Source: an optimization exercise on an open RTL-to-GDS flow (aim: a short achievable clock period and few clock cycles). Production flows keep margins and buffers that such runs may drop. In this exercise RTL edits were held to simulation tests only and were not proved equivalent to the original. Power figures rest on the tool's default switching activity, not on a simulated workload.

## north
## cpu_top
module cpu_top (
    input  logic            clk,
    input  logic            rst,
    input  logic [cpu_pkg::XLEN-1:0] instr_in,
    input  logic [cpu_pkg::XLEN-1:0] pmem_data_in,
    output logic [cpu_pkg::XLEN-1:0] pc,
    output logic [cpu_pkg::XLEN-1:0] pmem_data_out,
    output logic [cpu_pkg::XLEN-1:0] pmem_addr_out,
    output logic            pmem_write
);
For scale: roughly 770 flip-flops, ~83 I/O pins, ~43,000 um^2 of cells after synthesis.
clock: 5.0 ns
lec_check: 0
cap_margin: 20
core_margin: 2
core_utilization: 40
setup_slack_margin: 2.6
slew_margin: 20
synth_hierarchical: 1
synth_minimum_keep_size: 0
run.sh (not shown) runs the stock make flow with config.mk's settings and CLKGATE_MAP_FILE= SYNTH_SCRIPT=/design/flow/synth_recipe.tcl, a recipe that flattens the netlist after the stock synthesis.
Testbench counts of north, summed over its fixed seeds: cycles 30,664.
[inputs] south vs north
diff --git a/flow/design.v b/flow/design.v
--- a/flow/design.v
+++ b/flow/design.v
@@ -264,18 +264,26 @@
     alu i_alu (.a(a_x), .b(b_x), .sel(e_sel), .sub(e_sub), .y(alu_y));
     logic [15:0] addr;
     add16 i_addr (.a(a_m), .b(b_m), .cin(1'b0), .s(addr));
     eq_or16 i_ez (.a(r_fa), .b(opa), .c(e_zc), .e(ez));
     logic zero, take, mispred;
     logic [15:0] actual;
     zero_or16 i_zero (.a(r_fa), .b(opa), .z(zero));
-    assign take    = e_jmp && (e_c_always || (e_c_zero && zero) || (e_c_nz && !zero) ||
-                               (e_c_neg && a_x[15]));
-    assign mispred = e_valid && (take ? e_mmt : e_mm_seq);
-    assign actual  = take ? (e_jform ? e_jtgt : b_x) : e_pc1;
+    logic take_z, take_n, mis_z, mis_n;
+    logic [15:0] tgt_x, act_z, act_n;
+    assign take_z  = e_jmp && (e_c_always || e_c_zero || (e_c_neg && a_x[15]));
+    assign take_n  = e_jmp && (e_c_always || e_c_nz || (e_c_neg && a_x[15]));
+    assign mis_z   = e_valid && (take_z ? e_mmt : e_mm_seq);
+    assign mis_n   = e_valid && (take_n ? e_mmt : e_mm_seq);
+    assign tgt_x   = e_jform ? e_jtgt : b_x;
+    assign act_z   = take_z ? tgt_x : e_pc1;
+    assign act_n   = take_n ? tgt_x : e_pc1;
+    assign take    = zero ? take_z : take_n;
+    assign mispred = zero ? mis_z : mis_n;
+    assign actual  = zero ? act_z : act_n;
     logic [BTB_N-1:0] bhit_v;
     logic        bhit, bany;
     logic [15:0] btgt, fpc1, fpc_n;
     always_comb begin
         btgt = '0;
         for (int i = 0; i < BTB_N; i++) begin
             bhit_v[i] = bt_v[i] && (bt_pc[i] == fpc);
@@ -290,22 +298,27 @@
     assign d_go    = d_valid && !mispred && !e_park;
     assign d_adv   = d_go && !stall;
     assign d_park  = d_go && stall;
     assign d_redir = d_go && d_guess;
     assign p_ready = e_fast || ((e_cnt_a <= 2'd1) && (e_cnt_b <= 2'd1));
     logic refetch;
     assign refetch = e_park1 && !p_ready;
+    logic d_go0, redir0, park0;
+    logic [15:0] rest_n;
+    assign d_go0  = d_valid && !e_park;
+    assign redir0 = d_go0 && d_guess;
+    assign park0  = d_go0 && stall;
     always_comb begin
-        if (mispred)      fpc_n = actual;
-        else if (refetch) fpc_n = e_dg ? e_dtgt : e_pred;
-        else if (d_redir) fpc_n = d_tgt;
-        else if (d_park)  fpc_n = fpc;
-        else if (bhit)    fpc_n = btgt;
-        else              fpc_n = fpc1;
+        if (refetch)      rest_n = e_dg ? e_dtgt : e_pred;
+        else if (redir0)  rest_n = d_tgt;
+        else if (park0)   rest_n = fpc;
+        else if (bhit)    rest_n = btgt;
+        else              rest_n = fpc1;
     end
+    assign fpc_n = zero ? (mis_z ? act_z : rest_n) : (mis_n ? act_n : rest_n);
     logic [BTB_N-1:0] u_hit_v;
     logic        u_hit;
     always_comb begin
         for (int i = 0; i < BTB_N; i++) u_hit_v[i] = bt_v[i] && (bt_pc[i] == u_pc);
     end
     assign u_hit = |u_hit_v;
     always_ff @(posedge clk or posedge rst) begin
@@ -325,15 +338,15 @@
             bt_rr         <= '0;
             u_v           <= 1'b0;
             bt_ctd        <= '0;
             bt_last       <= '0;
             for (int i = 0; i < 8; i++) regs[i] <= '0;
         end else begin
             fpc        <= fpc_n;
-            d_valid    <= !mispred && !refetch && !d_redir && !d_park;
+            d_valid    <= !(zero ? mis_z : mis_n) && !refetch && !redir0 && !park0;
             e_valid    <= d_adv || (e_park && p_ready);
             e_park     <= d_park || (e_park && !p_ready);
             e_park1    <= d_park;
             r_mask     <= e_aq;
             m_lmask    <= e_lq;
             w_lmask    <= m_lmask;
             pmem_write    <= e_valid && e_st;
Results
| combinational cell power | higher: north |
The higher fraction of area in registers of north and south is in south.
Global-route wire length before repair (south / north): 0.939
Summary: with north as the reference, routed wire length in south moved down by a few percent.
The number of clock buffers in the layout of south exceeds that of north by 4.
Testbench counts of south, summed over its fixed seeds: cycles 30,664.

## separate check: timing with driven ports
The flow's constraints put no driver on any port. The routed layouts listed below were extracted and timed again, unchanged, in two steps. Step 1 assumes that a clkbuf_16 drives the clock port and a buf_2 every other input. Step 2 adds t to the input delays and takes it off the output delays; t is the mean of the earliest and latest rising clock arrival at the registers after step 1. Input paths then give back, and output paths get back, about the clock's delay inside the block. a / b / c = ideal / step 1 / step 2; a / b = the first two.
| run | t, ns | setup WS [ns] | worst hold slack (ns) | worst setup path at the end | worst register clock-pin slew, ns |
|---|---|---|---|---|---|
| north | 0.752 | 2.193 / 2.193 / 1.465 | 0.359 / 0.359 / 0.359 | input to register | 0.07 / 0.07 |
| south | 0.732 | 1.977 / 1.977 / 1.321 | 0.360 / 0.360 / 0.360 | input to register | 0.07 / 0.07 |
After both steps every run listed still meets setup and hold. For north, which loses most, drivers alone change the setup slack by 0.000 ns; drivers and shift together by -0.728 ns.
